This design comes from an exercise in tuning for small area, a short achievable clock period and few clock cycles per item on the open sky130 flow, not from production work.
Where RTL was checked, it was by simulation tests only, not by an equivalence proof against the original.
For runs 3 and 5, only the layout was checked, not whether the RTL still works.
Power and IR drop assume default switching activity.

File: design/flow/flow/run.sh
#!/bin/bash
# standard layout, with port buffers of a small plain buffer cell
export BUFFER_PORTS_ARGS="-buffer_cell sky130_fd_sc_hd__buf_1"
export CTS_ARGS="-sink_clustering_enable -repair_clock_nets -buf_list sky130_fd_sc_hd__clkbuf_8 -sink_clustering_size 16 -sink_clustering_max_diameter 100 -dont_use_dummy_load"
bash standard.sh > standard.log 2>&1
File: design/flow/standard.sh
#!/bin/bash
# synth_recipe.tcl (not shown) runs the flow's synth.tcl, then flattens the netlist and writes it again
# the make line also repeats each setting of config.mk as NAME=value (left out here)
make -C /OpenROAD-flow-scripts/flow DESIGN_CONFIG=/design/flow/config.mk WORK_HOME=/design/flow/orfs CLKGATE_MAP_FILE= SYNTH_SCRIPT=/design/flow/synth_recipe.tcl "${@:-finish}"
File: design/flow/config.mk
export PLATFORM = sky130hd
export DESIGN_NAME = pipelineCpu
export DESIGN_NICKNAME = pipelineCpu
export VERILOG_FILES = /design/flow/design.v
export SDC_FILE = /design/flow/constraint.sdc
export NUM_CORES = 4
export LEC_CHECK = 0
export ABC_AREA = 1
export CAP_MARGIN = 20
export CORE_MARGIN = 2
export CORE_UTILIZATION = 30
export CTS_BUF_LIST = sky130_fd_sc_hd__clkbuf_8
export CTS_CLUSTER_SIZE = 30
export SETUP_SLACK_MARGIN = 3.0
export SLEW_MARGIN = 20
File: design/flow/constraint.sdc
create_clock -name core_clock -period 6.2 [get_ports {CLK}]
set_input_delay 1.2400 -clock core_clock [delete_from_list [all_inputs] [get_ports {CLK}]]
set_output_delay 1.2400 -clock core_clock [all_outputs]
set_load 0.01 [all_outputs]
File: design/flow/design.v
package cpuPkg;
	localparam int dataWidth = 16;
	localparam int regCount = 8;
	localparam int regIdxWidth = $clog2(regCount);
	typedef logic [dataWidth-1:0] wordT;
	typedef logic [regIdxWidth-1:0] regIdxT;
	localparam logic [4:0] opNop   = 5'd0;
	localparam logic [4:0] opAddu  = 5'd1;
	localparam logic [4:0] opSubu  = 5'd2;
	localparam logic [4:0] opAnd   = 5'd3;
	localparam logic [4:0] opOr    = 5'd4;
	localparam logic [4:0] opSlt   = 5'd5;
	localparam logic [4:0] opAddiu = 5'd6;
	localparam logic [4:0] opLi    = 5'd7;
	localparam logic [4:0] opLw    = 5'd8;
	localparam logic [4:0] opSw    = 5'd9;
	localparam logic [4:0] opBeqz  = 5'd10;
	localparam logic [4:0] opBnez  = 5'd11;
	localparam logic [4:0] opB     = 5'd12;
	localparam logic [4:0] opJr    = 5'd13;
endpackage
package pipePkg;
	typedef struct packed {
		logic sum;
		logic andOp;
		logic orOp;
		logic slt;
	} resSelT;
	typedef struct packed {
		logic   sub;         
		resSelT resSel;
		logic   regWrite;
		logic   memRead;
		logic   memWrite;
		logic   branch;      
		logic   branchNonZero;
		logic   pred;        
		logic   jumpReg;     
		logic   fwdA;        
		logic   fwdB;
		logic   isLi;
		logic   loadB;       
	} exCtrlT;
endpackage
module pipeReg #(
	parameter int width = 1
) (
	input  logic             CLK,
	input  logic             RST,
	input  logic [width-1:0] d,
	output logic [width-1:0] q
);
	always_ff @(posedge CLK or negedge RST)
	begin
		if (!RST)
			q <= '0;
		else
			q <= d;
	end
endmodule
module instrDecoder (
	input  cpuPkg::wordT    instr,
	output logic            useRx,
	output logic            useRy,      
	output logic            isLoad,
	output logic            isStore,
	output logic            isLi,
	output logic            regWrite,
	output logic            isB,
	output logic            isCond,
	output logic            isJr,
	output logic            sub,
	output pipePkg::resSelT resSel,
	output cpuPkg::regIdxT  dest,
	output logic [8:0]      imm         
);
	logic [4:0] op;
	logic       isReg;
	logic       isAddiu;
	assign op = instr[15:11];
	assign isReg = op >= cpuPkg::opAddu && op <= cpuPkg::opSlt;
	assign isAddiu = op == cpuPkg::opAddiu;
	assign isLi = op == cpuPkg::opLi;
	assign isLoad = op == cpuPkg::opLw;
	assign isStore = op == cpuPkg::opSw;
	assign isB = op == cpuPkg::opB;
	assign isCond = op == cpuPkg::opBeqz || op == cpuPkg::opBnez;
	assign isJr = op == cpuPkg::opJr;
	assign useRx = isReg || isAddiu || isLoad || isStore || isCond || isJr;
	assign useRy = isReg;
	assign regWrite = isReg || isAddiu || isLi || isLoad;
	assign sub = op == cpuPkg::opSubu || op == cpuPkg::opSlt;
	assign resSel.sum = op == cpuPkg::opAddu || op == cpuPkg::opSubu || isAddiu || isLi ||
		isLoad || isStore;
	assign resSel.andOp = op == cpuPkg::opAnd;
	assign resSel.orOp = op == cpuPkg::opOr;
	assign resSel.slt = op == cpuPkg::opSlt;
	assign dest = isReg ? instr[4:2] : (isLoad ? instr[7:5] : instr[10:8]);
	always_comb
	begin
		if (isLoad || isStore)
			imm = {instr[4], {3{instr[4]}}, instr[4:0]};
		else if (isAddiu || isLi)
			imm = {instr[7] && !isLi, instr[7:0]};
		else
			imm = '0;
	end
endmodule
module regFile (
	input  logic           CLK,
	input  logic           RST,
	input  logic [7:0]     selA,       
	input  logic [7:0]     selB,
	output cpuPkg::wordT   valA,
	output cpuPkg::wordT   valB,
	output logic           zeroA,      
	input  logic           we,
	input  cpuPkg::regIdxT wAddr,
	input  cpuPkg::wordT   wData
);
	cpuPkg::wordT regs [cpuPkg::regCount];
	logic [7:0]   zero;
	always_ff @(posedge CLK)
	begin
		for (int i = 0; i < cpuPkg::regCount; i++)
			if (!RST || (we && wAddr == cpuPkg::regIdxT'(i)))
			begin
				regs[i] <= RST ? wData : '0;
				zero[i] <= !RST || wData == '0;
			end
	end
	always_comb
	begin
		valA = '0;
		valB = '0;
		zeroA = 1'b0;
		for (int i = 0; i < cpuPkg::regCount; i++)
		begin
			valA |= regs[i] & {cpuPkg::dataWidth{selA[i]}};
			valB |= regs[i] & {cpuPkg::dataWidth{selB[i]}};
			zeroA |= zero[i] && selA[i];
		end
	end
endmodule
module hazardUnit (
	input  cpuPkg::regIdxT rx,
	input  cpuPkg::regIdxT ry,
	input  logic           useRx,
	input  logic           useRy,
	input  logic           storeRy,    
	input  logic           exValid,
	input  logic           exRegWrite,
	input  logic           exLoad,
	input  cpuPkg::regIdxT exDest,
	output logic           fwdA,
	output logic           fwdB,
	output logic           loadB,
	output logic           stall
);
	logic hitA;
	logic hitB;
	assign hitA = exValid && exRegWrite && exDest == rx && useRx;
	assign hitB = exValid && exRegWrite && exDest == ry && (useRy || storeRy);
	assign fwdA = hitA && !exLoad;
	assign fwdB = hitB && !exLoad;
	assign loadB = hitB && exLoad;
	assign stall = exLoad && (hitA || (useRy && hitB));
endmodule
module executeStage (
	input  pipePkg::exCtrlT ctrl,
	input  cpuPkg::wordT    opA,
	input  cpuPkg::wordT    opB,       
	output cpuPkg::wordT    aluResult
);
	cpuPkg::wordT addB;
	cpuPkg::wordT sum;
	logic         less;
	assign addB = opB ^ {16{ctrl.sub}};
	logic [15:0] gen [5];
	logic [15:0] prop [5];
	always_comb
	begin
		gen[0] = opA & addB;
		prop[0] = opA ^ addB;
		gen[0][0] = (opA[0] & addB[0]) | (prop[0][0] & ctrl.sub);
		for (int l = 0; l < 4; l++)
			for (int i = 0; i < 16; i++)
				if (i >= (1 << l))
				begin
					gen[l+1][i] = gen[l][i] | (prop[l][i] & gen[l][i - (1 << l)]);
					prop[l+1][i] = prop[l][i] & prop[l][i - (1 << l)];
				end
				else
				begin
					gen[l+1][i] = gen[l][i];
					prop[l+1][i] = prop[l][i];
				end
		sum = prop[0] ^ {gen[4][14:0], ctrl.sub};
	end
	assign less = (opA[15] ^ opB[15]) ? opA[15] : sum[15];
	assign aluResult = ({16{ctrl.resSel.sum}} & sum) |
		({16{ctrl.resSel.andOp}} & (opA & opB)) |
		({16{ctrl.resSel.orOp}} & (opA | opB)) |
		({16{ctrl.resSel.slt}} & {15'd0, less});
endmodule
module pipelineCpu (
	input  logic           CLK,
	input  logic           RST,
	output cpuPkg::wordT   imemAddr,
	input  cpuPkg::wordT   imemData,
	output cpuPkg::wordT   dmemAddr,
	output cpuPkg::wordT   dmemWData,
	output logic           dmemRead,
	output logic           dmemWrite,
	input  cpuPkg::wordT   dmemRData,
	output logic           wbValid,
	output cpuPkg::regIdxT wbReg,
	output cpuPkg::wordT   wbData
);
	cpuPkg::wordT    pc;
	cpuPkg::wordT    nextPc;
	cpuPkg::wordT    seqPc;
	cpuPkg::wordT    brTarget;
	cpuPkg::regIdxT  fRx;
	cpuPkg::regIdxT  fRy;
	logic            fUseRx;
	logic            fUseRy;
	logic            fLoad;
	logic            fStore;
	logic            fLi;
	logic            fRegWrite;
	logic            fB;
	logic            fCond;
	logic            fJr;
	logic            fSub;
	pipePkg::resSelT fResSel;
	cpuPkg::regIdxT  fDest;
	logic [8:0]      fImm;
	logic            fFwdA;
	logic            fFwdB;
	logic            fStall;
	logic            fJrFused;
	logic            fBranch;
	logic            fPred;
	pipePkg::exCtrlT fCtrl;
	logic            exValid;
	pipePkg::exCtrlT ex;
	logic [7:0]      exSelA;
	logic [7:0]      exSelB;
	cpuPkg::regIdxT  exDest;
	logic [8:0]      exImm;
	cpuPkg::wordT    exAlt;
	cpuPkg::wordT    valA;
	cpuPkg::wordT    valB;
	cpuPkg::wordT    regB;
	logic            zeroA;
	logic            zeroOpA;
	cpuPkg::wordT    opA;
	cpuPkg::wordT    opB;
	cpuPkg::wordT    aluResult;
	logic            condTaken;
	logic            redirect;
	cpuPkg::wordT    redirectPc;
	logic [2:0]      memFlags;
	logic            memRegWrite;
	logic            memRead;
	logic            memWrite;
	cpuPkg::regIdxT  memDest;
	cpuPkg::wordT    memStore;
	logic            fLoadB;
	cpuPkg::wordT    memAlu;
	cpuPkg::wordT    memResult;
	cpuPkg::regIdxT  wbDest;
	cpuPkg::wordT    wbResult;
	assign imemAddr = pc;
	assign fRx = imemData[10:8];
	assign fRy = imemData[7:5];
	instrDecoder decoder (.instr(imemData), .useRx(fUseRx), .useRy(fUseRy), .isLoad(fLoad),
		.isStore(fStore), .isLi(fLi), .regWrite(fRegWrite), .isB(fB), .isCond(fCond),
		.isJr(fJr), .sub(fSub), .resSel(fResSel), .dest(fDest),
		.imm(fImm));
	hazardUnit hazard (.rx(fRx), .ry(fRy), .useRx(fUseRx), .useRy(fUseRy), .storeRy(fStore),
		.exValid(exValid), .exRegWrite(ex.regWrite), .exLoad(ex.memRead), .exDest(exDest),
		.fwdA(fFwdA), .fwdB(fFwdB), .loadB(fLoadB), .stall(fStall));
	assign fJrFused = fJr && exValid && ex.isLi && exDest == fRx;
	assign fBranch = fCond && imemData[7:0] != 8'd0;
	assign fPred = fB || (fCond && imemData[7]) || fJrFused;
	assign seqPc = pc + 16'd1;
	assign brTarget = seqPc + (fB ? {{5{imemData[10]}}, imemData[10:0]} :
		{{8{imemData[7]}}, imemData[7:0]});
	always_comb
	begin
		if (redirect)
			nextPc = redirectPc;
		else if (fStall)
			nextPc = pc;
		else if (fJrFused)
			nextPc = {8'd0, exImm[7:0]};
		else if (fPred)
			nextPc = brTarget;
		else
			nextPc = seqPc;
	end
	always_ff @(posedge CLK or negedge RST)
	begin
		if (!RST)
			pc <= '0;
		else
			pc <= nextPc;
	end
	always_comb
	begin
		fCtrl.sub = fSub;
		fCtrl.resSel = fResSel;
		fCtrl.regWrite = fRegWrite;
		fCtrl.memRead = fLoad;
		fCtrl.memWrite = fStore;
		fCtrl.branch = fBranch;
		fCtrl.branchNonZero = imemData[11];
		fCtrl.pred = fPred;
		fCtrl.jumpReg = fJr && !fJrFused;
		fCtrl.fwdA = fFwdA;
		fCtrl.fwdB = fFwdB;
		fCtrl.isLi = fLi;
		fCtrl.loadB = fLoadB;
	end
	pipeReg #(.width(1)) exValidReg (.CLK(CLK), .RST(RST), .d(!redirect && !fStall),
		.q(exValid));
	always_ff @(posedge CLK)
	begin
		ex <= fCtrl;
		exSelA <= fFwdA || !fUseRx ? 8'd0 : 8'd1 << fRx;
		exSelB <= fFwdB || !(fUseRy || fStore) ? 8'd0 : 8'd1 << fRy;
		exDest <= fDest;
		exImm <= fImm;
		exAlt <= fPred ? seqPc : brTarget;
	end
	regFile regs (.CLK(CLK), .RST(RST), .selA(exSelA), .selB(exSelB), .valA(valA),
		.valB(valB), .zeroA(zeroA), .we(memRegWrite), .wAddr(memDest), .wData(memResult));
	assign opA = valA | (memAlu & {16{ex.fwdA}});
	assign regB = valB | (memAlu & {16{ex.fwdB}});
	assign opB = (regB & {16{!ex.memWrite}}) | {{7{exImm[8]}}, exImm};
	executeStage execute (.ctrl(ex), .opA(opA), .opB(opB), .aluResult(aluResult));
	assign zeroOpA = ex.fwdA ? memAlu == '0 : zeroA;
	assign condTaken = zeroOpA ^ ex.branchNonZero;
	assign redirect = exValid && (ex.jumpReg || (ex.branch && condTaken != ex.pred));
	assign redirectPc = ex.jumpReg ? opA : exAlt;
	pipeReg #(.width(3)) memFlagReg (.CLK(CLK), .RST(RST),
		.d({exValid && ex.regWrite, exValid && ex.memRead, exValid && ex.memWrite}),
		.q(memFlags));
	assign {memRegWrite, memRead, memWrite} = memFlags;
	always_ff @(posedge CLK)
	begin
		memDest <= exDest;
		memAlu <= aluResult;
		memStore <= ex.loadB ? dmemRData : regB;
	end
	assign dmemAddr = memAlu;
	assign dmemWData = memStore;
	assign dmemRead = memRead;
	assign dmemWrite = memWrite;
	assign memResult = memRead ? dmemRData : memAlu;
	pipeReg #(.width(1)) wbFlagReg (.CLK(CLK), .RST(RST), .d(memRegWrite), .q(wbValid));
	always_ff @(posedge CLK)
	begin
		wbDest <= memDest;
		wbResult <= memResult;
	end
	assign wbReg = wbDest;
	assign wbData = wbResult;
endmodule
==> results of run 1 <==
## Yosys cell counts, types with 8 or more instances
cell        n
nand3_1    76
nor3_1     26
clkbuf_2    8
nor2_1     85
nand3_2     8
buf_2      12
a22o_1     10
dfrtp_1    21
nand2_2     8
clkbuf_1   30
o21ai_0   117
nand2_1   468
nand4_1    44
ha_1       32
dfxtp_1   114
edfxtp_1  136
inv_2       9
o211ai_1   14
a221oi_1   23
o21ai_1    12
xor2_1     31
o22ai_1    10
a21oi_1    72
inv_1     160
or2_2      11
## layer usage
layer	up-vias	part of all wire	GRT usage
li1	5693	-	-
met3	69	0.10	0.03019
met5	-	0	0
met1	5893	0.45	0.2941
met2	661	0.42	0.2915
met4	0	0.023	0.04680
## power by group through the flow
stage	registers, mW	clock network (mW)	logic [mW]
final	2.28	0.881	1.77
after global routing	2.31	0.953	1.95
after CTS	2.27	0.893	1.53
after detailed placement	2.32	0	1.48
after global placement	2.31	0	1.47
after floorplan	2.29	0	0.983
## critical path, delay by kind of cell (launching register included)
| kind | cells | cell delay (ns) |
|---|---|---|
| buffers and inverters | 3 | 0.35 |
| flip-flops | 1 | 0.36 |
| AO/OA/AOI/OAI | 4 | 0.46 |
| adder cells (fa/ha/maj) | 1 | 0.35 |
| XOR/XNOR | 1 | 0.18 |
| AND/OR/NAND/NOR | 16 | 1.36 |
## state kept, by name, summed over array words and instances, names as in the netlist, 9 cells and up
name	flops
regs.regs	128
exAlt	16
ex	16
memAlu	16
memStore	16
pc	16
wbResult	16
exImm	9
## per-stage QoR
| step | setup slack [ns] | std cells | hold slack (ns) | util | area (um^2) |
|---|---|---|---|---|---|
| 2_1_floorplan | 2.990 | 1617 | 0.3508 | - | 13650 |
| 3_3_place_gp | 2.389 | 2287 | 0.3798 | 0.3267 | 14730 |
| 3_5_place_dp | 2.358 | 2288 | 0.3719 | 0.3270 | 14740 |
| 4_1_cts | 2.947 | 2319 | 0.3881 | 0.3381 | 15240 |
| 5_1_grt | 2.829 | 2346 | 0.3987 | 0.3553 | 16020 |
| 6_report | 3.038 | 2346 | 0.3884 | 0.3553 | 16020 |
## worst min path at each step
stage / slack, ns / end / cells after the start
2_1_floorplan: 0.35 / wbDest[2]$_DFF_P_ / 0
3_3_place_gp: 0.38 / wbDest[1]$_DFF_P_ / 0
3_5_place_dp: 0.37 / wbDest[2]$_DFF_P_ / 0
4_1_cts: 0.39 / wbDest[2]$_DFF_P_ / 0
5_1_grt: 0.40 / wbDest[0]$_DFF_P_ / 0
6_report: 0.39 / wbDest[2]$_DFF_P_ / 0
## logic make-up after synthesis
kind of cell             Yosys count
AND/OR/NAND/NOR                  745
AO/OA/AOI/OAI                    296
flip-flops                       271
buffers and inverters            233
XOR/XNOR                          38
adder cells (fa/ha/maj)           34
## repair_timing
| item | CTS | global route |
|---|---|---|
| setup endpoints to repair | 28 | 30 |
| pin swaps | 10 | 73 |
| cloned | 0 | 1 |
| buffers inserted | 10 | 26 |
| resized for setup | 37 | 150 |
## layout make-up
class	instances	area, um^2	share of cell area
well taps	600	750.7	0.04686
flip-flops and latches	271	6909	0.4312
multi-input cells	1113	6476	0.4042
inverters	175	676.9	0.04225
repair buffers	166	919.6	0.05740
clock buffers	21	289.0	0.01804
==> flow_summary.yaml, run 1 <==
status:
  status: "no timing/DRC/antenna violations"
synth:
  synth_top_family_by_area: "simple AND/OR/NAND/NOR gates"
  synth_top_area_share: 0.2998
  avgSynthCellArea_um2: 8.424
  synth_cells: 1617
  muxShareOfSynthArea: 0
  synth_area_leaders: "edfxtp_1 30%, dfxtp_1 17%, nand2_1 13%, inv_1 4.4%, o21ai_0 4.3%"
  synth_warnings: 9
  synthAdderAreaFrac: 0.03233
  synth_top_area_cell: "edfxtp_1"
  synth_edf_count: 136
  ys_ff_latch: 271
  yosys.area_share.simple: 0.2362
  yosysUniqueCellTypes: 60
  synth_compound_area_frac: 0.1318
  ys.flop_type: "edfxtp_1"
  syn_area_mm2: 0.01362
  ys_seq_area_frac: 0.5059
  ys_async_sr_fraction: 0.07749
  synthXorXnorAreaFrac: 0.02443
  syn_nets: 1685
cts:
  root_buffer: "clkbuf_8"
  tritoncts: "built"
  h-tree-depth: 1
  clock_latency_ns: 0.57
  cts.reportedPaths.clkPinSlew_ns: 0.11
  cts_sinks: 271
  clk_path_buf_depth: 3
  cts_inserted_buffers: 21
  ctsHoldBuffers: 0
sta:
  finClkSkew_ns: 0.06927
  drv_slew: 0
  setup_viol_count_final: 0
  rsz0062_at_grt: "yes"
  tns_ns: 0
  period_needed_ns: 3.162
  relSlewSlack: 0.2421
  hold_viol: 0
  fmax_ghz: 0.3162
  tightest_slew_ns: 1.125
  period_share: 0.5100
setup_path:
  worstPathRequired_ns: 6.67
  r2r_end: "memAlu[12]$_DFF_P_"
  reg2reg_slack_ns: 3.04
  r2r-start: "exSelB[0]$_SDFF_PP0_"
  ff2ff_path_depth: 25
  cp_slowest_cell: "dfxtp_4"
  endpoint: "memAlu[12]$_DFF_P_"
  cp-start-kind: "flop"
  critPathCaptureType: "flop"
  crit_top_cell: "nand2_2"
  critPathArrivalTime_ns: 3.63
  setup.worst_path.start: "exSelB[0]$_SDFF_PP0_"
  max_stage_delay_ns: 0.36
  critPathKind: "reg2reg"
  cp_max_fo: 5
pwr:
  p_switching_mw: 1.890
  sw_frac_of_total: 0.3830
  internal_power_mw: 3.045
  irDropWorstVdd_v: 0.0001527
  power_leakage_nw: 6.646
  p_seq_frac: 0.463
  power_frac_comb: 0.359
  pwr-share-clk: 0.178
  finalPower_mw: 4.935
  powerDensity_mw_per_mm2: 308.0
routing:
  drt_iter0_markers: 1408
  post_drt_via_cell_ratio: 5.250
  vias: 12320
  first_pass_iters: 6
  drc: 0
  ant_nets: 0
  post_drt_wl_per_cell_um: 20.41
  routed_wl_mm: 47.87
global_route:
  grt_pass1_vias: 11490
  grt.overflow.total: 0
  grt_pass1_wl_mm: 70.48
  antenna_found_initial: 0
  grt_usage: 0.1954
  grt_max_degree: 34
finish:
  fillers: 4683
  final_common_cell: "nand2_1"
  area_growth_pct: 17.62
  drive_gt1_frac: 0.1609
  layout.nets: 1816
  antennaDiodeCount: 0
  final_cell_mix: "439 x nand2_1, 149 x inv_1, 136 x edfxtp_1"
floorplanning:
  die-area_mm2: 0.04713
  chipHeight_um: 217.1
  rows: 78
  design.core.area_mm2: 0.04509
  io_pins: 104
  start_util: 0.3021
  dieWidth_um: 217.1
run:
  max-cap-violations: 0
placement:
  numPortBuffers: 103
  place_congestion: 0.9279
  place_hpwl_mm: 34.34
hold_path:
  hp-class: "reg2reg"
  hold_path_startpoint: "memDest[2]$_DFF_P_"
Testbench counts, summed over its fixed seeds: cycles 10,648, instrs 10,210.
==> inputs of run 2 (changes only) <==
--- a/design/flow/config.mk
+++ b/design/flow/config.mk
@@ -8,7 +8,7 @@
 export ABC_AREA = 1
 export CAP_MARGIN = 20
 export CORE_MARGIN = 2
-export CORE_UTILIZATION = 30
+export CORE_UTILIZATION = 40
 export CTS_BUF_LIST = sky130_fd_sc_hd__clkbuf_8
 export CTS_CLUSTER_SIZE = 30
 export SETUP_SLACK_MARGIN = 3.0
==> run 2 against run 1 <==
  * Highest routed layer unchanged
  * Via count down 1.2%
  * Critical path type unchanged
  * Hold slack better by 0.00064 ns
  * Final cell count fell by 6.7%
==> flow_summary.yaml, run 2 <==
status:
  status: "no timing/DRC/antenna violations"
sta:
  finClkSkew_ns: 0.01931
  period_share: 0.5068
  fmax_ghz: 0.3182
  hold_viol: 0
  period_needed_ns: 3.142
  setup_viol_count_final: 0
  relSlewSlack: 0.2505
  rsz0062_at_grt: "yes"
  tightest_slew_ns: 1.124
  tns_ns: 0
  drv_slew: 0
setup_path:
  critPathCaptureType: "flop"
  cp_max_fo: 10
  reg2reg_slack_ns: 3.06
  cp-start-kind: "flop"
  r2r-start: "ex[3]$_DFF_P_"
  worstPathRequired_ns: 6.64
  ff2ff_path_depth: 16
  critPathKind: "reg2reg"
  r2r_end: "memAlu[10]$_DFF_P_"
  critPathArrivalTime_ns: 3.58
synth:
  yosysUniqueCellTypes: 60
  synthAdderAreaFrac: 0.03233
  synth_top_family_by_area: "simple AND/OR/NAND/NOR gates"
  synth_top_area_cell: "edfxtp_1"
  syn_area_mm2: 0.01362
  ys.flop_type: "edfxtp_1"
  yosys.area_share.simple: 0.2362
  synth_area_leaders: "edfxtp_1 30%, dfxtp_1 17%, nand2_1 13%, inv_1 4.4%, o21ai_0 4.3%"
  synth_top_area_share: 0.2998
  avgSynthCellArea_um2: 8.424
  ys_async_sr_fraction: 0.07749
  syn_nets: 1685
  synthXorXnorAreaFrac: 0.02443
  ys_seq_area_frac: 0.5059
  synth_edf_count: 136
  synth_compound_area_frac: 0.1318
  muxShareOfSynthArea: 0
  synth.most_common_cell: "nand2_1"
  synth_warnings: 9
  ys_ff_latch: 271
  synth_cells: 1617
  yosys-top-cells-count: "468 x nand2_1, 160 x inv_1, 136 x edfxtp_1, 117 x o21ai_0, 114 x dfxtp_1"
cts:
  clock_latency_ns: 0.55
  cts.reportedPaths.clkPinSlew_ns: 0.11
  tritoncts: "built"
  cts_sinks: 271
  clk_path_buf_depth: 3
  root_buffer: "clkbuf_8"
  h-tree-depth: 1
  ctsHoldBuffers: 0
  cts_inserted_buffers: 20
routing:
  first_pass_iters: 5
  vias: 12170
  ant_nets: 0
  routed_wl_mm: 45.82
  drt_iter0_markers: 1084
  post_drt_wl_per_cell_um: 20.94
  post_drt_via_cell_ratio: 5.564
  drc: 0
pwr:
  irDropWorstVdd_v: 0.0001497
  sw_frac_of_total: 0.3797
  p_seq_frac: 0.472
  pwr-share-clk: 0.177
  p_switching_mw: 1.838
  power_frac_comb: 0.350
  internal_power_mw: 3.003
  powerDensity_mw_per_mm2: 308.6
  power_leakage_nw: 6.606
global_route:
  grt_max_degree: 34
  grt_pass1_vias: 11390
  grt_usage: 0.2487
  grt.overflow.total: 0
  antenna_found_initial: 0
  grt_pass1_wl_mm: 67.38
hold_path:
  hold_path_startpoint: "memDest[2]$_DFF_P_"
  whs_path_depth: 0
  min_to: "wbDest[2]$_DFF_P_"
  hp-class: "reg2reg"
floorplanning:
  design.core.area_mm2: 0.03353
  io_pins: 104
  start_util: 0.4062
  dieWidth_um: 188.5
  die-area_mm2: 0.03555
  chipHeight_um: 188.5
  rows: 67
finish:
  antennaDiodeCount: 0
  final_cell_mix: "447 x nand2_1, 151 x inv_1, 136 x edfxtp_1"
  drive_gt1_frac: 0.1500
  area_growth_pct: 15.16
  largest_reg_flops: 128
  final_cell_area_mm2: 0.01569
  layout.nets: 1810
  final_core_util: 0.4678
  regMostFlops: "regs.regs"
  final_common_cell: "nand2_1"
  fillers: 3248
placement:
  numPortBuffers: 103
  place_congestion: 0.8952
  place_hpwl_mm: 32.65
  dpl_cell_area_mm2: 0.01449
run:
  max-cap-violations: 0
-- run 2: cell counts after synthesis --
Identical to the previous run, type by type.
-- run 2: final cells by class --
cell class                      count  area (um^2)  share of cell area
Multi-Input combinational cell   1113         6405              0.4083
Tap cell                          448        560.5             0.03573
Timing Repair Buffer              161        840.8             0.05360
Inverter                          175        680.7             0.04339
Clock buffer                       20        275.3             0.01755
Sequential cell                   271         6924              0.4414
-- run 2: power groups by stage --
stage | clock network, mW | registers [mW] | logic (mW)
detailed placement | 0 | 2.32 | 1.45
floorplan | 0 | 2.29 | 0.983
global route | 0.923 | 2.31 | 1.89
finish | 0.858 | 2.29 | 1.70
global placement | 0 | 2.31 | 1.45
CTS | 0.869 | 2.27 | 1.49
-- run 2: cells by family after synthesis --
group           count (synthesis)
compound gates                296
simple gates                  745
flops                         271
fa+ha+maj                      34
xor+xnor                       38
buf+inv                       233
-- run 2: what timing repair did --
action	CTS	global route
pin swaps	6	46
resized for setup	27	141
setup buffers	7	32
setup endpoints to repair	21	29
-- run 2: layer usage --
metal | global-route usage | up-vias | routed length (um)
li1 | - | 5678 | -
met1 | 0.3476 | 5853 | 19980
met2 | 0.3890 | 554 | 20510
met3 | 0.04116 | 88 | 3708
met4 | 0.09075 | 0 | 1621
met5 | 0 | - | 0
-- run 2: worst max path at each step --
stage | start | end | depth (start not counted)
after floorplan | imemData[13] | pc[9]$_DFFE_PN0P_ | 20
after global placement | imemData[7] | pc[14]$_DFFE_PN0P_ | 20
after detailed placement | imemData[7] | pc[15]$_DFFE_PN0P_ | 14
after CTS | exSelB[0]$_SDFF_PP0_ | memAlu[12]$_DFF_P_ | 23
after global routing | exSelB[0]$_SDFF_PP0_ | memAlu[12]$_DFF_P_ | 23
final | ex[3]$_DFF_P_ | memAlu[10]$_DFF_P_ | 16
-- run 2: worst max-delay path: stages, from the launching register on --
cell and delay (ns):
dfxtp_2 0.43, inv_2 0.24, o211ai_1 0.26, nor4_4 0.43, inv_1 0.14, ha_1 0.40, a21oi_2 0.18, nand2_2 0.08
nand2_2 0.09, a31oi_4 0.09, nand2_2 0.08, nand2_2 0.07, nand3_2 0.10, nand2_2 0.07, buf_4 0.14, o21ai_1 0.13
nand3_1 0.09
-- run 2: metrics by stage --
stage               hold WS [ns]  setup slack (ns)  std cells  total power, mW
CTS                       0.3925             2.921       2156            4.630
floorplan                 0.3508             2.990       1617            3.275
detailed placement        0.3767             2.429       2129            3.764
finish                    0.3890             3.058       2188            4.841
global route              0.4103             2.883       2188            5.117
global placement          0.3747             2.416       2129            3.761
==> inputs of run 3 (changes only) <==
--- a/design/flow/design.v
+++ b/design/flow/design.v
@@ -39,7 +39,6 @@
 		logic   fwdA;        
 		logic   fwdB;
 		logic   isLi;
-		logic   loadB;       
 	} exCtrlT;
 endpackage
 module pipeReg #(
@@ -154,7 +153,6 @@
 	input  cpuPkg::regIdxT exDest,
 	output logic           fwdA,
 	output logic           fwdB,
-	output logic           loadB,
 	output logic           stall
 );
 	logic hitA;
@@ -163,8 +161,7 @@
 	assign hitB = exValid && exRegWrite && exDest == ry && (useRy || storeRy);
 	assign fwdA = hitA && !exLoad;
 	assign fwdB = hitB && !exLoad;
-	assign loadB = hitB && exLoad;
-	assign stall = exLoad && (hitA || (useRy && hitB));
+	assign stall = exLoad && (hitA || hitB);
 endmodule
 module executeStage (
 	input  pipePkg::exCtrlT ctrl,
@@ -267,7 +264,6 @@
 	logic            memWrite;
 	cpuPkg::regIdxT  memDest;
 	cpuPkg::wordT    memStore;
-	logic            fLoadB;
 	cpuPkg::wordT    memAlu;
 	cpuPkg::wordT    memResult;
 	cpuPkg::regIdxT  wbDest;
@@ -281,7 +277,7 @@
 		.imm(fImm));
 	hazardUnit hazard (.rx(fRx), .ry(fRy), .useRx(fUseRx), .useRy(fUseRy), .storeRy(fStore),
 		.exValid(exValid), .exRegWrite(ex.regWrite), .exLoad(ex.memRead), .exDest(exDest),
-		.fwdA(fFwdA), .fwdB(fFwdB), .loadB(fLoadB), .stall(fStall));
+		.fwdA(fFwdA), .fwdB(fFwdB), .stall(fStall));
 	assign fJrFused = fJr && exValid && ex.isLi && exDest == fRx;
 	assign fBranch = fCond && imemData[7:0] != 8'd0;
 	assign fPred = fB || (fCond && imemData[7]) || fJrFused;
@@ -322,7 +318,6 @@
 		fCtrl.fwdA = fFwdA;
 		fCtrl.fwdB = fFwdB;
 		fCtrl.isLi = fLi;
-		fCtrl.loadB = fLoadB;
 	end
 	pipeReg #(.width(1)) exValidReg (.CLK(CLK), .RST(RST), .d(!redirect && !fStall),
 		.q(exValid));
@@ -353,7 +348,7 @@
 	begin
 		memDest <= exDest;
 		memAlu <= aluResult;
-		memStore <= ex.loadB ? dmemRData : regB;
+		memStore <= regB;
 	end
 	assign dmemAddr = memAlu;
 	assign dmemWData = memStore;
==> run 3 against run 2 <==
  * Fmax down 1.5%
  * First-iteration DRC count is 9.5% higher
  * Design area down 0.37%
  * Count of clock-buffer cells in the layout is the same
  * Routed wire length is 0.79% lower
  * Area after synthesis is 1.1% lower
  * Via count down 1.3%
  * Worst setup slack worse by 0.048 ns
  * Largest cell class unchanged
==> flow_summary.yaml, run 3 <==
sta:
  rsz0062_at_grt: "yes"
  fmax_ghz: 0.3135
  setup_viol_count_final: 0
  relSlewSlack: 0.1275
  hold_viol: 0
  drv_slew: 0
  finClkSkew_ns: 0.02751
  fin_hold_ws_ns: 0.3793
  period_share: 0.5145
  tightest_slew_ns: 1.295
  period_needed_ns: 3.190
  tns_ns: 0
placement:
  place_congestion: 0.9273
  numPortBuffers: 103
  place_hpwl_mm: 32.14
synth:
  synth_area_leaders: "edfxtp_1 30%, dfxtp_1 17%, nand2_1 13%, inv_1 4.8%, dfrtp_1 3.9%"
  synth_warnings: 9
  synth_top_area_share: 0.3033
  ys_ff_latch: 270
  yosys-top-cells-count: "456 x nand2_1, 173 x inv_1, 136 x edfxtp_1, 113 x dfxtp_1, 91 x o21ai_0"
  ys_async_sr_fraction: 0.07778
  syn_nets: 1652
  syn_area_mm2: 0.01347
  yosysUniqueCellTypes: 63
  avgSynthCellArea_um2: 8.502
  synth_top_area_cell: "edfxtp_1"
  ys_seq_area_frac: 0.5103
  ys.flop_type: "edfxtp_1"
  synth_edf_count: 136
  synth_cells: 1584
  synth.most_common_cell: "nand2_1"
cts:
  cts.reportedPaths.clkPinSlew_ns: 0.10
  clock_latency_ns: 0.56
  tritoncts: "built"
  clk_path_buf_depth: 3
  ctsHoldBuffers: 0
  root_buffer: "clkbuf_8"
  h-tree-depth: 1
  cts_sinks: 270
  cts_inserted_buffers: 20
pwr:
  irDropWorstVdd_v: 0.0001467
  power_leakage_nw: 6.790
  powerDensity_mw_per_mm2: 312.3
routing:
  ant_nets: 0
  first_pass_iters: 6
  routed_wl_mm: 45.46
  drt_iter0_markers: 1187
  vias: 12020
  drc: 0
  post_drt_via_cell_ratio: 5.523
  post_drt_wl_per_cell_um: 20.89
finish:
  drive_gt1_frac: 0.1493
  largest_reg_flops: 128
  final_common_cell: "nand2_1"
  area_growth_pct: 16.05
  fillers: 3262
  regMostFlops: "regs.regs"
  final_cell_mix: "443 x nand2_1, 161 x inv_1, 136 x edfxtp_1"
  antennaDiodeCount: 0
  layout.nets: 1798
floorplanning:
  rows: 67
  die-area_mm2: 0.03515
  io_pins: 104
  chipHeight_um: 187.5
  dieWidth_um: 187.5
  design.core.area_mm2: 0.03336
  start_util: 0.4036
global_route:
  grt_pass1_wl_mm: 67.19
  grt_pass1_vias: 11120
  grt_usage: 0.2498
  antenna_found_initial: 2
  grt_max_degree: 34
  grt.overflow.total: 0
hold_path:
  hp-class: "reg2reg"
setup_path:
  cp_max_fo: 4
  cp-start-kind: "flop"
  critPathCaptureType: "flop"
  critPathKind: "reg2reg"
  worstPathRequired_ns: 6.64
  critPathArrivalTime_ns: 3.63
status:
  status: "no timing/DRC/antenna violations"
run:
  max-cap-violations: 0
run 3: cell count changes in the layout (fill, tap and decap cells not counted), moves of 6 or more:
cell	before	now
nand3_1	66	78
o21ai_0	94	74
inv_1	151	161
or2_2	11	5
nand2_2	25	17
buf_4	53	75
nand3_2	17	10
nor2_1	75	82
run 3: per-layer routing:
layer	up-vias	routed length (um)	GRT usage
met2	654	19560	0.3753
met1	5680	19970	0.3666
met4	0	1644	0.09055
met5	-	0	0
li1	5593	-	-
met3	92	4284	0.03565
run 3: worst max-delay path, cell delays in order (launching register included):
cell and delay [ns]:
edfxtp_1 0.42, nand2_1 0.09, nand4_1 0.11, a221oi_2 0.24, nand4_1 0.18, a21o_1 0.22
xor2_1 0.19, inv_1 0.10, fa_2 0.40, inv_2 0.08, nand3_2 0.06, nand2_2 0.10
nand2_2 0.08, a31oi_4 0.21, nand2_2 0.08, nand2_2 0.08, nand3_2 0.07, nand2_2 0.08
nand3_2 0.07, nand2_1 0.07, nand2_1 0.05, nand3_1 0.07, o21ai_1 0.06
run 3: per-stage QoR:
step / utilization / std cells / power (mW) / worst slack [ns] / area, um^2
after global routing: 0.4684 / 2176 / 5.135 / 2.821 / 15630
after CTS: 0.4439 / 2125 / 4.594 / 2.960 / 14810
final: 0.4684 / 2176 / 4.880 / 3.010 / 15630
after detailed placement: 0.4298 / 2094 / 3.729 / 2.347 / 14340
after floorplan: - / 1584 / 3.242 / 2.992 / 13490
after global placement: 0.4289 / 2093 / 3.725 / 2.416 / 14310
run 3: power breakdown:
group | total [mW] | switching (mW) | internal [mW]
combinational | 1.74 | 1.09 | 0.649
clock | 0.858 | 0.567 | 0.292
sequential | 2.28 | 0.178 | 2.10
run 3: timing repair:
| action | 4_1_cts | 5_1_grt |
|---|---|---|
| gates resized for setup | 36 | 109 |
| pin swaps | 5 | 51 |
| hold endpoints to repair | 0 | 0 |
| setup buffers | 11 | 51 |
| setup endpoints to repair | 21 | 23 |
| cloned | 0 | 0 |
run 3: worst paths after layout:
| path | startpoint | cells after the start | slack (ns) | end |
|---|---|---|---|---|
| setup reg to reg | regs.regs[2][1]$_DFFE_PP_ | 22 | 3.01 | memAlu[12]$_DFF_P_ |
| max in group asynchronous | RST | 2 | 5.11 | pc[0]$_DFFE_PN0P_ |
| hold reg to reg | memDest[0]$_DFF_P_ | 0 | 0.38 | wbDest[0]$_DFF_P_ |
| min in group asynchronous | RST | 2 | 0.70 | pc[9]$_DFFE_PN0P_ |
| hold / removal | memDest[0]$_DFF_P_ | 0 | 0.38 | wbDest[0]$_DFF_P_ |
| setup / recovery | regs.regs[2][1]$_DFFE_PP_ | 22 | 3.01 | memAlu[12]$_DFF_P_ |
run 3: logic make-up (layout without fill, tap and decap cells):
| logic type | Yosys count | after routing | synth area share |
|---|---|---|---|
| AOI/OAI and AO/OA | 254 | 254 | 0.1147 |
| and+or+nand+nor | 745 | 745 | 0.2430 |
| DFF | 270 | 270 | 0.5103 |
| buffers and inverters | 239 | 383 | 0.07200 |
| xor gates and xnor gates | 42 | 42 | 0.02732 |
| adders and majority gates | 34 | 34 | 0.03270 |
run 3: area by class of cell:
class	count	area, um^2	share of cell area
repair buffers	181	992.2	0.06349
flip-flops and latches	270	6917	0.4426
clock buffers	20	275.3	0.01761
multi-input cells	1075	6171	0.3949
well taps	448	560.5	0.03587
inverters	182	711.9	0.04556
==> inputs of run 4 (changes only) <==
--- a/design/flow/design.v
+++ b/design/flow/design.v
@@ -39,6 +39,7 @@
 		logic   fwdA;        
 		logic   fwdB;
 		logic   isLi;
+		logic   loadB;       
 	} exCtrlT;
 endpackage
 module pipeReg #(
@@ -153,6 +154,7 @@
 	input  cpuPkg::regIdxT exDest,
 	output logic           fwdA,
 	output logic           fwdB,
+	output logic           loadB,
 	output logic           stall
 );
 	logic hitA;
@@ -161,7 +163,8 @@
 	assign hitB = exValid && exRegWrite && exDest == ry && (useRy || storeRy);
 	assign fwdA = hitA && !exLoad;
 	assign fwdB = hitB && !exLoad;
-	assign stall = exLoad && (hitA || hitB);
+	assign loadB = hitB && exLoad;
+	assign stall = exLoad && (hitA || (useRy && hitB));
 endmodule
 module executeStage (
 	input  pipePkg::exCtrlT ctrl,
@@ -264,6 +267,7 @@
 	logic            memWrite;
 	cpuPkg::regIdxT  memDest;
 	cpuPkg::wordT    memStore;
+	logic            fLoadB;
 	cpuPkg::wordT    memAlu;
 	cpuPkg::wordT    memResult;
 	cpuPkg::regIdxT  wbDest;
@@ -277,7 +281,7 @@
 		.imm(fImm));
 	hazardUnit hazard (.rx(fRx), .ry(fRy), .useRx(fUseRx), .useRy(fUseRy), .storeRy(fStore),
 		.exValid(exValid), .exRegWrite(ex.regWrite), .exLoad(ex.memRead), .exDest(exDest),
-		.fwdA(fFwdA), .fwdB(fFwdB), .stall(fStall));
+		.fwdA(fFwdA), .fwdB(fFwdB), .loadB(fLoadB), .stall(fStall));
 	assign fJrFused = fJr && exValid && ex.isLi && exDest == fRx;
 	assign fBranch = fCond && imemData[7:0] != 8'd0;
 	assign fPred = fB || (fCond && imemData[7]) || fJrFused;
@@ -318,6 +322,7 @@
 		fCtrl.fwdA = fFwdA;
 		fCtrl.fwdB = fFwdB;
 		fCtrl.isLi = fLi;
+		fCtrl.loadB = fLoadB;
 	end
 	pipeReg #(.width(1)) exValidReg (.CLK(CLK), .RST(RST), .d(!redirect && !fStall),
 		.q(exValid));
@@ -348,7 +353,7 @@
 	begin
 		memDest <= exDest;
 		memAlu <= aluResult;
-		memStore <= regB;
+		memStore <= ex.loadB ? dmemRData : regB;
 	end
 	assign dmemAddr = memAlu;
 	assign dmemWData = memStore;
==> design/flow/flow/run.sh (replaced) <==
#!/bin/bash
# standard layout, with port buffers of a small plain buffer cell
export BUFFER_PORTS_ARGS="-buffer_cell sky130_fd_sc_hd__buf_1"
export CTS_ARGS="-sink_clustering_enable -repair_clock_nets -buf_list sky130_fd_sc_hd__clkbuf_16 -sink_clustering_size 24 -sink_clustering_max_diameter 100 -dont_use_dummy_load"
bash standard.sh > standard.log 2>&1
==> run 4 against run 3 <==
  * Fmax grew 1.7%
  * Global-route usage is essentially flat
  * Hold slack lost 0.0021 ns
  * Core utilization grew 0.42 points
  * Synthesized cell count grew 2.1%
  * Clock skew grew 0.029 ns
  * Die area grew 1.1%
  * Largest cell class unchanged
  * Highest routed layer unchanged
==> flow_summary.yaml, run 4 <==
global_route:
  grt_usage: 0.2500
  antenna_found_initial: 1
  grt_pass1_wl_mm: 67.79
  grt_pass1_vias: 11420
  grt.overflow.total: 0
  grt_max_degree: 34
sta:
  setup_viol_count_final: 0
  tns_ns: 0
  worst_slack_ns: 3.064
  drv_slew: 0
  period_share: 0.5058
  tightest_slew_ns: 1.124
  relSlewSlack: 0.2507
  finClkSkew_ns: 0.05674
  hold_viol: 0
  rsz0062_at_grt: "yes"
  period_needed_ns: 3.136
  fmax_ghz: 0.3189
synth:
  synth_cells: 1617
  syn_area_mm2: 0.01362
  yosys-top-cells-count: "468 x nand2_1, 160 x inv_1, 136 x edfxtp_1, 117 x o21ai_0, 114 x dfxtp_1"
  ys_seq_area_frac: 0.5059
  synth_warnings: 9
  synth_top_area_cell: "edfxtp_1"
  synth_edf_count: 136
  yosysUniqueCellTypes: 60
  synth_top_area_share: 0.2998
  avgSynthCellArea_um2: 8.424
  ys.flop_type: "edfxtp_1"
  synth_area_leaders: "edfxtp_1 30%, dfxtp_1 17%, nand2_1 13%, inv_1 4.4%, o21ai_0 4.3%"
  synth.most_common_cell: "nand2_1"
  ys_ff_latch: 271
  syn_nets: 1685
  ys_async_sr_fraction: 0.07749
setup_path:
  cp-start-kind: "flop"
  critPathCaptureType: "flop"
  critPathKind: "reg2reg"
  critPathArrivalTime_ns: 3.52
  cp_slowest_cell: "fa_2"
  crit_buf_inv: 3
  worstPathRequired_ns: 6.59
  max_stage_delay_ns: 0.35
  crit_chain: "buf_6, a221oi_1, nand4_1, nand2_1, nand2_2, xor2_2, inv_2, fa_2, inv_2, nand3_2, nand2_2, nand2_2, a31oi_4, nand2_2, nand2_2, nand3_2, nand2_2, nand3_2, nand2_1, nand2_1, nand3_2, nand2_1"
  critical_path.top_delay_family: "simple AND/OR/NAND/NOR gates"
  cp_max_fo: 16
  crit_top_cell: "nand2_2"
finish:
  final_cell_mix: "447 x nand2_1, 148 x inv_1, 136 x edfxtp_1"
  final_core_util: 0.4726
  regMostFlops: "regs.regs"
  seqCellArea_mm2: 0.006924
  final_cell_area_mm2: 0.01585
  fin_cells: 2185
  final_common_cell: "nand2_1"
  largest_reg_flops: 128
  drive_gt1_frac: 0.1520
  area_growth_pct: 16.33
  layout.nets: 1807
  antennaDiodeCount: 0
  fillers: 3226
  multiInputGateArea_mm2: 0.006420
floorplanning:
  die-area_mm2: 0.03555
  rows: 67
  io_pins: 104
  start_util: 0.4062
  dieWidth_um: 188.5
  chipHeight_um: 188.5
  design.core.area_mm2: 0.03353
placement:
  numPortBuffers: 103
  place_congestion: 0.8952
  dpl_cell_area_mm2: 0.01449
  dp.cells: 2129
  place_hpwl_mm: 32.65
  post-place-ws_ns: 2.429
routing:
  post_drt_wl_per_cell_um: 20.91
  post_drt_via_cell_ratio: 5.562
  routed_wl_mm: 45.69
  ant_nets: 0
  drc: 0
  drt_iter0_markers: 1098
  vias: 12150
  first_pass_iters: 6
cts:
  root_buffer: "clkbuf_16"
  ctsHoldBuffers: 0
  cts.reportedPaths.clkPinSlew_ns: 0.09
  cts_inserted_buffers: 16
  clock_latency_ns: 0.52
  tritoncts: "built"
  clk_path_buf_depth: 3
  cts_sinks: 271
  h-tree-depth: 1
status:
  status: "no timing/DRC/antenna violations"
pwr:
  power_leakage_nw: 6.666
  irDropWorstVdd_v: 0.0001776
  powerDensity_mw_per_mm2: 320.2
hold_path:
  hp-class: "reg2reg"
run:
  max-cap-violations: 0
[run 4: changes by cell type in the layout (fill, tap and decap cells not counted), moves of 6 or more]
cell,change
a21oi_2,+7
inv_1,-13
nand3_1,-12
o21ai_0,+23
o21ai_2,+7
buf_4,-21
or2_2,+6
nand2_2,+9
xor2_1,-6
nand3_2,+7
clkbuf_16,+16
clkbuf_8,-20
[run 4: report_power, final]
part	leakage (nW)	total (mW)	internal, mW	switching [mW]
clock	0.197	1.04	0.463	0.578
combinational	3.88	1.74	0.636	1.11
sequential	2.59	2.29	2.11	0.179
[run 4: metrics by stage]
step / hold WS [ns] / power (mW)
2_1_floorplan: 0.3508 / 3.275
3_3_place_gp: 0.3747 / 3.761
3_5_place_dp: 0.3767 / 3.764
4_1_cts: 0.3753 / 4.834
5_1_grt: 0.3820 / 5.352
6_report: 0.3772 / 5.073
[run 4: area by class of cell]
cell class                 count  share of cell area
clock buffer                  16             0.02527
inverter                     175             0.04295
multi-input combinational   1113              0.4051
sequential                   271              0.4370
tap                          448             0.03537
timing repair buffer         162             0.05432
[run 4: cells by family (layout without fill, tap and decap cells)]
group / after synthesis / in the layout / share of synthesized area
xor+xnor: 38 / 38 / 0.02443
fa+ha+maj: 34 / 34 / 0.03233
buf+inv: 233 / 353 / 0.06935
simple gates: 745 / 745 / 0.2362
compound gates: 296 / 296 / 0.1318
flops: 271 / 271 / 0.5059
[run 4: timing repair]
item	4_1_cts	5_1_grt
endpoints found under the setup margin	21	27
buffers inserted	10	30
gates resized for setup	37	133
pin swaps	5	46
[run 4: final timing paths]
kind / from / end / slack, ns / cells after the start
min: exDest[2]$_DFF_P_ / memDest[2]$_DFF_P_ / 0.38 / 0
max in group asynchronous: RST / memFlagReg.q[0]$_DFF_PN0_ / 5.02 / 2
max: exSelB[4]$_SDFF_PP0_ / memAlu[12]$_DFF_P_ / 3.06 / 22
min reg2reg: exDest[2]$_DFF_P_ / memDest[2]$_DFF_P_ / 0.38 / 0
min in group asynchronous: RST / pc[12]$_DFFE_PN0P_ / 0.75 / 2
max reg2reg: exSelB[4]$_SDFF_PP0_ / memAlu[12]$_DFF_P_ / 3.06 / 22
[run 4: routing by layer]
metal	vias to the layer above	track usage	wire length, um	part of all wire
met2	586	0.3896	20480	0.45
met3	106	0.04302	3890	0.085
li1	5675	-	-	-
met1	5787	0.3480	19720	0.43
met4	0	0.09525	1595	0.035
met5	-	0	0	0
Testbench counts of run 4, summed over its fixed seeds: cycles 10,648, instrs 10,210.
==> inputs of run 5 (changes only) <==
--- a/design/flow/design.v
+++ b/design/flow/design.v
@@ -113,32 +113,25 @@
 	input  logic [7:0]     selB,
 	output cpuPkg::wordT   valA,
 	output cpuPkg::wordT   valB,
-	output logic           zeroA,      
 	input  logic           we,
 	input  cpuPkg::regIdxT wAddr,
 	input  cpuPkg::wordT   wData
 );
 	cpuPkg::wordT regs [cpuPkg::regCount];
-	logic [7:0]   zero;
 	always_ff @(posedge CLK)
 	begin
 		for (int i = 0; i < cpuPkg::regCount; i++)
 			if (!RST || (we && wAddr == cpuPkg::regIdxT'(i)))
-			begin
 				regs[i] <= RST ? wData : '0;
-				zero[i] <= !RST || wData == '0;
-			end
 	end
 	always_comb
 	begin
 		valA = '0;
 		valB = '0;
-		zeroA = 1'b0;
 		for (int i = 0; i < cpuPkg::regCount; i++)
 		begin
 			valA |= regs[i] & {cpuPkg::dataWidth{selA[i]}};
 			valB |= regs[i] & {cpuPkg::dataWidth{selB[i]}};
-			zeroA |= zero[i] && selA[i];
 		end
 	end
 endmodule
@@ -253,8 +246,6 @@
 	cpuPkg::wordT    valA;
 	cpuPkg::wordT    valB;
 	cpuPkg::wordT    regB;
-	logic            zeroA;
-	logic            zeroOpA;
 	cpuPkg::wordT    opA;
 	cpuPkg::wordT    opB;
 	cpuPkg::wordT    aluResult;
@@ -336,13 +327,12 @@
 		exAlt <= fPred ? seqPc : brTarget;
 	end
 	regFile regs (.CLK(CLK), .RST(RST), .selA(exSelA), .selB(exSelB), .valA(valA),
-		.valB(valB), .zeroA(zeroA), .we(memRegWrite), .wAddr(memDest), .wData(memResult));
+		.valB(valB), .we(memRegWrite), .wAddr(memDest), .wData(memResult));
 	assign opA = valA | (memAlu & {16{ex.fwdA}});
 	assign regB = valB | (memAlu & {16{ex.fwdB}});
 	assign opB = (regB & {16{!ex.memWrite}}) | {{7{exImm[8]}}, exImm};
 	executeStage execute (.ctrl(ex), .opA(opA), .opB(opB), .aluResult(aluResult));
-	assign zeroOpA = ex.fwdA ? memAlu == '0 : zeroA;
-	assign condTaken = zeroOpA ^ ex.branchNonZero;
+	assign condTaken = (opA == '0) ^ ex.branchNonZero;
 	assign redirect = exValid && (ex.jumpReg || (ex.branch && condTaken != ex.pred));
 	assign redirectPc = ex.jumpReg ? opA : exAlt;
 	pipeReg #(.width(3)) memFlagReg (.CLK(CLK), .RST(RST),
==> design/flow/flow/run.sh (replaced) <==
#!/bin/bash
# standard layout, with port buffers of a small plain buffer cell
export BUFFER_PORTS_ARGS="-buffer_cell sky130_fd_sc_hd__buf_1"
export CTS_ARGS="-sink_clustering_enable -repair_clock_nets -buf_list sky130_fd_sc_hd__clkbuf_8 -sink_clustering_size 16 -sink_clustering_max_diameter 100 -dont_use_dummy_load"
bash standard.sh > standard.log 2>&1
==> run 5 against run 4 <==
  * Clock power fell by 19%
  * Still clean on timing, DRC and antenna
  * Combinational power fell by 2%
  * Flip-flop and latch count shrank 8
  * Hold slack improved by 0.022 ns
  * Sequential power down 2%
  * Highest routed layer is now met5
  * Non-clock buffer count up 12
  * Critical endpoint is now memAlu[0]$_DFF_P_
  * Core utilization down 0.062 points
  * First-iteration DRC count up 32%
==> flow_summary.yaml, run 5 <==
sta:
  period_share: 0.5235
  period_needed_ns: 3.246
  rsz0062_at_grt: "yes"
  setup_viol_count_final: 0
  finClkSkew_ns: 0.02554
  hold_viol: 0
  worst_slack_ns: 2.954
  tightest_slew_ns: 0.8864
  fmax_ghz: 0.3081
  drv_slew: 0
  relSlewSlack: 0.4082
  tns_ns: 0
global_route:
  grt_max_degree: 42
  grt_pass1_vias: 11490
  grt_usage: 0.2571
  grt_pass1_wl_mm: 68.83
  antenna_found_initial: 2
  grt.overflow.total: 0
synth:
  syn_area_mm2: 0.01335
  synth_edf_count: 128
  syn_nets: 1719
  synth_top_area_share: 0.2880
  ys.flop_type: "edfxtp_1"
  yosysUniqueCellTypes: 53
  ys_seq_area_frac: 0.4983
  synth.most_common_cell: "nand2_1"
  synth_area_leaders: "edfxtp_1 29%, dfxtp_1 17%, nand2_1 16%, a21oi_1 4.0%, dfrtp_1 3.9%"
  synth_cells: 1651
  avgSynthCellArea_um2: 8.085
  ys_async_sr_fraction: 0.07985
  ys_ff_latch: 263
  yosys-top-cells-count: "573 x nand2_1, 135 x inv_1, 128 x edfxtp_1, 114 x dfxtp_1, 108 x a21oi_1"
  synth_top_area_cell: "edfxtp_1"
  synth_warnings: 9
routing:
  drc: 0
  ant_nets: 0
  post_drt_wl_per_cell_um: 20.75
  routed_wl_mm: 46.22
  drt_iter0_markers: 1446
  post_drt_via_cell_ratio: 5.552
  first_pass_iters: 5
  vias: 12370
setup_path:
  max_stage_delay_ns: 0.40
  cp_max_fo: 6
  r2r-start: "exSelB[1]$_SDFF_PP0_"
  worstPathRequired_ns: 6.63
  cp_slowest_cell: "dfxtp_4"
  critPathCaptureType: "flop"
  critPathKind: "reg2reg"
  crit_chain: "clkinvlp_4, buf_6, o21ai_2, a21oi_1, nand2_1, a221oi_2, nand4_1, nand2_1, nand2_2, xor2_2, ha_1, a21oi_2, o21ai_1, inv_1, nor2_2, a211oi_2, nand3_1, nand2_2, nand2_1, nand2_1, nand2_1"
  critPathArrivalTime_ns: 3.68
  crit_top_cell: "nand2_1"
  setup.worst_path.start: "exSelB[1]$_SDFF_PP0_"
  cp-start-kind: "flop"
cts:
  root_buffer: "clkbuf_8"
  cts_sinks: 263
  clk_path_buf_depth: 3
  cts_inserted_buffers: 20
  tritoncts: "built"
  cts.reportedPaths.clkPinSlew_ns: 0.10
  clock_latency_ns: 0.55
  h-tree-depth: 1
pwr:
  power_frac_comb: 0.355
  p_seq_frac: 0.468
  power_leakage_nw: 6.677
  pwr-share-clk: 0.177
  p_switching_mw: 1.818
  internal_power_mw: 2.956
  finalPower_mw: 4.774
  irDropWorstVdd_v: 0.0001706
  sw_frac_of_total: 0.3808
  powerDensity_mw_per_mm2: 309.4
status:
  status: "no timing/DRC/antenna violations"
finish:
  regMostFlops: "regs.regs"
  fillers: 3325
  fin_cells: 2227
  largest_reg_flops: 128
  drive_gt1_frac: 0.1289
  final_core_util: 0.4720
  layout.nets: 1855
  antennaDiodeCount: 0
  final_common_cell: "nand2_1"
  area_growth_pct: 15.63
  final_cell_mix: "558 x nand2_1, 128 x inv_1, 128 x edfxtp_1"
placement:
  dp.cells: 2148
  numPortBuffers: 103
  place_congestion: 0.9192
  place_hpwl_mm: 32.75
  post-place-ws_ns: 1.938
hold_path:
  hp-class: "reg2reg"
  hold_path_startpoint: "memDest[2]$_DFF_P_"
floorplanning:
  dieWidth_um: 186.7
  start_util: 0.4082
  rows: 66
  chipHeight_um: 186.7
  design.core.area_mm2: 0.03270
  die-area_mm2: 0.03485
  io_pins: 104
run:
  max-cap-violations: 0
-- run 5: cell count changes after synthesis, sizes merged, moves of 6 or more --
| cell | before | now |
|---|---|---|
| edfxtp | 136 | 128 |
| a21oi | 74 | 109 |
| nand3b | 3 | 14 |
| o21ai | 129 | 110 |
| or2 | 14 | 3 |
| nand2 | 478 | 576 |
| nand4 | 44 | 22 |
| buf | 20 | 26 |
| a221oi | 24 | 13 |
| nand3 | 84 | 95 |
| o211ai | 14 | 2 |
| inv | 170 | 137 |
-- run 5: final timing paths --
path,slack [ns],end,depth (start not counted)
hold reg to reg,0.40,wbDest[2]$_DFF_P_,0
setup reg to reg,2.95,memAlu[0]$_DFF_P_,21
max in group asynchronous,5.17,pc[4]$_DFFE_PN0P_,2
hold / removal,0.40,wbDest[2]$_DFF_P_,0
min in group asynchronous,0.69,pc[13]$_DFFE_PN0P_,2
setup / recovery,2.95,memAlu[0]$_DFF_P_,21
-- run 5: power groups by stage --
stage | sequential (mW) | combinational, mW | clock [mW]
after global placement | 2.27 | 1.44 | 0
after CTS | 2.23 | 1.55 | 0.863
after detailed placement | 2.27 | 1.45 | 0
after global routing | 2.25 | 1.88 | 0.923
after floorplan | 2.22 | 0.994 | 0
final | 2.24 | 1.70 | 0.843
-- run 5: kinds of logic after synthesis --
group           Yosys count  synth area share
simple gates            831            0.2584
compound gates          284            0.1208
flops                   263            0.4983
buf+inv                 200           0.06384
xor+xnor                 39           0.02559
fa+ha+maj                34           0.03300
-- run 5: layout make-up --
cell class                 instances  area (um^2)  area share
multi-input combinational       1188         6387      0.4139
sequential                       263         6703      0.4343
timing repair buffer             174        979.7     0.06348
inverter                         140        535.5     0.03470
tap                              442        553.0     0.03583
clock buffer                      20        275.3     0.01784
-- run 5: critical path: cells and delay by family (launching register included) --
| kind | cells | cell delay (ns) |
|---|---|---|
| DFF | 1 | 0.40 |
| and+or+nand+nor | 10 | 1.02 |
| buffers and inverters | 3 | 0.35 |
| AOI/OAI and AO/OA | 6 | 0.88 |
| xor gates and xnor gates | 1 | 0.15 |
| adders and majority gates | 1 | 0.33 |
-- run 5: stage by stage --
step	hold slack, ns	instance area (um^2)
after floorplan	0.3508	13390
after global placement	0.3870	14100
after detailed placement	0.3794	14100
after CTS	0.3979	14790
after global routing	0.4040	15430
final	0.3990	15430
-- run 5: layer usage --
layer	vias to the layer above	global-route usage	routed length, um
met3	88	0.04307	4556
li1	5745	-	-
met2	645	0.3866	19830
met4	2	0.08150	1447
met5	-	0	16
met1	5885	0.3771	20370
-- run 5: repair_timing --
action                                  in CTS  in global routing
endpoints found under the hold margin        0                  0
hold buffers                                 0                  0
cloned                                       0                  0
endpoints found under the setup margin      29                 25
buffers inserted                            24                 35
pin swaps                                   26                 47
gates resized for setup                     74                 88

## static timing again, ports no longer ideal
The results above use ideal ports. As a check the final layouts listed here were re-extracted and re-timed, cells and wires unchanged.
Step 1 assumes that a clkbuf_16 drives the clock port and a buf_2 every other input.
Step 2 adds t to the input delays and takes it off the output delays; t is the mean of the earliest and latest rising clock arrival at the registers after step 1. Input paths then give back, and output paths get back, about the clock's delay inside the block.
Slacks: no drivers / after step 1 / after step 2; pairs: no drivers / after step 1.
| run | t (ns) | setup WS [ns] | pins driven straight from the clock port |
|---|---|---|---|
| run 1 | 0.584 | 3.038 / 3.038 / 2.573 | 1 |
| run 2 | 0.587 | 3.058 / 3.058 / 2.562 | 1 |
| run 3 | 0.597 | 3.010 / 3.010 / 2.627 | 1 |
| run 4 | 0.547 | 3.064 / 3.064 / 2.620 | 1 |
| run 5 | 0.577 | 2.954 / 2.954 / 2.500 | 1 |
After both steps setup and hold are still met in every run listed. The setup slack of run 2, which loses most, moves by 0.000 ns with the drivers and by -0.496 ns with both steps.
